What follows belongs to an exercise in optimizing a design on an open flow for small area, a short achievable clock period and few clock cycles; a production flow would make more cautious choices.
RTL that was checked went through simulation tests only; none was proved equivalent to the original.
Power figures rest on the tool's default switching activity, not on a simulated workload.

== before ==
Design axi_xbar, start of the top module:
module axi_xbar (
    input  logic        axi_clk,
    input  logic        reset,
    input  logic [11:0] m_ar_id,
    input  logic [95:0] m_ar_addr,
    input  logic [23:0] m_ar_len,
    input  logic [8:0]  m_ar_size,
    input  logic [5:0]  m_ar_burst,
    input  logic [2:0]  m_arvalid,
    output logic [2:0]  m_arready,
    output logic [11:0] m_r_id,
    output logic [95:0] m_r_data,
    output logic [5:0]  m_r_resp,
    output logic [2:0]  m_r_last,
    output logic [2:0]  m_rvalid,
    input  logic [2:0]  m_rready,
    output logic [17:0] s_ar_id,
    output logic [95:0] s_ar_addr,
    output logic [23:0] s_ar_len,
    output logic [8:0]  s_ar_size,
    output logic [5:0]  s_ar_burst,
    output logic [2:0]  s_arvalid,
    input  logic [2:0]  s_arready,
    input  logic [17:0] s_r_id,
    input  logic [95:0] s_r_data,
    input  logic [5:0]  s_r_resp,
    input  logic [2:0]  s_r_last,
    input  logic [2:0]  s_rvalid,
    output logic [2:0]  s_rready
);
    logic [2:0][2:0] ar_gnt;     
    logic [2:0][2:0] r_gnt;      
    for (genvar s = 0; s < 3; s++) begin : g_slave
        logic [2:0] req;
        for (genvar m = 0; m < 3; m++) begin : g_req
            assign req[m] = m_arvalid[m] && (m_ar_addr[32*m + 28 +: 2] == 2'(s));
        end
        rr_arb u_arb (
  ...
clock: 7.5 ns
lec_check: 0
cap_margin: 20
core_margin: 2
core_utilization: 40
slew_margin: 20
run.sh (not shown) runs the stock make flow with config.mk's settings and CLKGATE_MAP_FILE= SYNTH_SCRIPT=/design/flow/synth_recipe.tcl, a recipe that flattens the netlist after the stock synthesis.
before is listed as incomplete: the tool reported an error in I/O pin placement and the run ended there.
## Diff of input files: after against before
Settings: CORE_UTILIZATION no longer set, was 40; DIE_AREA now 0 0 200 200, previously not set; CORE_MARGIN no longer set, was 2; CORE_AREA now 3 3 197 197, previously not set.
Results
- As far as complex-gate fraction of the synthesized area goes, after and before are indistinguishable; the numbers are identical.
- after -> before: simple-gate share of the synthesized area delta 0, exact match
- after -> before: synthesized area flat
- In the tables for before and after, overall die width reads higher with after.
- In summary, after completed successfully, with a layout that passed the timing, DRC and antenna checks.
- | row count | after vs before | about 60% higher |
- Looking at height of the chip, after sits 75 um above before.
- Per the comparison of after with before, mux cell area share after synthesis closely matched the old numbers; starting density of the core now sits lower.
Function was not checked in any run of this note: the RTL went through the layout flow alone.

---

## build 85
axi_xbar, a different RTL version from the one above (not shown whole).
For scale: ~1000 cells after synthesis, about 21 flip-flops, ~570 I/O pins, roughly 5900 sq um of cells after synthesis.
Settings: LEC_CHECK=0, ABC_AREA=1, CAP_MARGIN=20, CORE_AREA=3 3 133 133, DIE_AREA=0 0 136 136, PLACE_DENSITY=0.7, SETUP_SLACK_MARGIN=3.9, SLEW_MARGIN=20; clock period 7.5 ns.
standard.sh (not shown) runs the stock make flow with config.mk's settings and CLKGATE_MAP_FILE= SYNTH_SCRIPT=/design/flow/synth_recipe.tcl, a recipe that flattens the netlist after the stock synthesis.
==> flow/flow/run.sh <==
#!/bin/bash
cp standard.sh standard_sh_copy.log
export BUFFER_PORTS_ARGS="-buffer_cell sky130_fd_sc_hd__buf_1"
export PRE_IO_PLACEMENT_TCL=$PWD/flow/io.tcl
bash standard.sh 'IO_PLACER_V=met2 met4' finish > standard.log 2>&1
Other scripts of this flow, unchanged in this note and not shown: flow/flow/io.tcl
Build 85: full flow OK, the timing, DRC and antenna checks passed
Testbench counts of build 85, summed over its fixed seeds: cycles 14,277.
The inputs of build 32 differ from those of build 85 as listed below.
Settings: SETUP_SLACK_MARGIN changed from 3.9 to 3.6.
==> notes.md <==
Non-clock buffer count down 4.5% in build 32 wrt build 85
For build 85, the standard cell with the maximum stage delay on the critical path was sky130_fd_sc_hd__inv_2, unlike build 32, where it was sky130_fd_sc_hd__buf_1.
Build 32 gives less global-route usage than build 85 did.
On combinational power: build 32 sits below build 85.
Cell-internal power in build 32 is about 11% lower than in build 85
Here is what was changed in the inputs of build 4 compared with build 32.
Settings: changing PLACE_DENSITY from 0.7 to 0.85; changing SETUP_SLACK_MARGIN from 3.6 to 3.8.
### Flow results
Compared with build 32, build 4 shows a higher total length of routed met3 wires.
The run with more setup slack is build 4; build 32 has less.
Delta (build 4 minus build 32): cell count along the critical path shows a reduction of 2; buffer count excluding the clock tree in the final layout shows an increase of 8; final routed wire length divided by cell count shows an increase of about 0.5%; global-route usage shows an increase of 1.4 points.
Inputs modified between build 4 and build 97:
Settings: changing PLACE_DENSITY from 0.85 to 0.7.
## What came out
Measured against build 4, the count of fill cells added during filler insertion of build 97 comes out at 1.07 times the reference value. Higher final instance area goes to build 4 over build 97. Worst ir drop on vdd: build 97 higher than build 4. The part of the cycle the worst path needs number comes out lower for build 97 vs build 4.
#### Input delta (build 45 over build 97)
Settings: SETUP_SLACK_MARGIN: 3.8 -> 3.7.
Findings:
On sequential share of layout area, build 45 tracks build 97 almost exactly.
Build 45 vs. build 97: wire length went down by 0.53%.
[diff] final worst slack, build 45 relative to build 97: regression
Going from build 97 to build 45, initial antenna violation count rose 1; portion of the clock cycle consumed by the worst path in the final layout climbed 1.5 points; wire length the detailed router placed on met1 fell 1.5%.

## separate check: timing with driven ports
The results above use ideal ports. As a check the final layouts listed here were re-extracted and re-timed, cells and wires unchanged. Step 1 assumes that a clkbuf_16 drives the clock port and a buf_2 every other input. Step 2, shift: input delay + t, output delay - t, t = (earliest + latest rising clock arrival at the registers) / 2. This alone moves slack from input paths to output paths. Slacks: ideal / step 1 / step 2; pairs: ideal / step 1.
run	shift t [ns]	setup WS [ns]	slew at the worst register clock pin (ns)	worst slew at a driven data input, ns
after	0.289	1.428 / 1.375 / 1.375	0.05 / 0.05	0.16
build 85	0.292	3.766 / 3.744 / 3.695	0.06 / 0.06	0.12
build 32	0.292	3.705 / 3.680 / 3.680	0.06 / 0.06	0.13
build 4	0.289	3.767 / 3.722 / 3.722	0.06 / 0.06	0.12
build 97	0.291	3.815 / 3.752 / 3.752	0.06 / 0.06	0.12
build 45	0.291	3.701 / 3.679 / 3.679	0.06 / 0.06	0.13
After both steps every run listed still meets setup and hold. For build 85, which loses most, drivers alone change the setup slack by -0.022 ns; drivers and shift together by -0.071 ns.
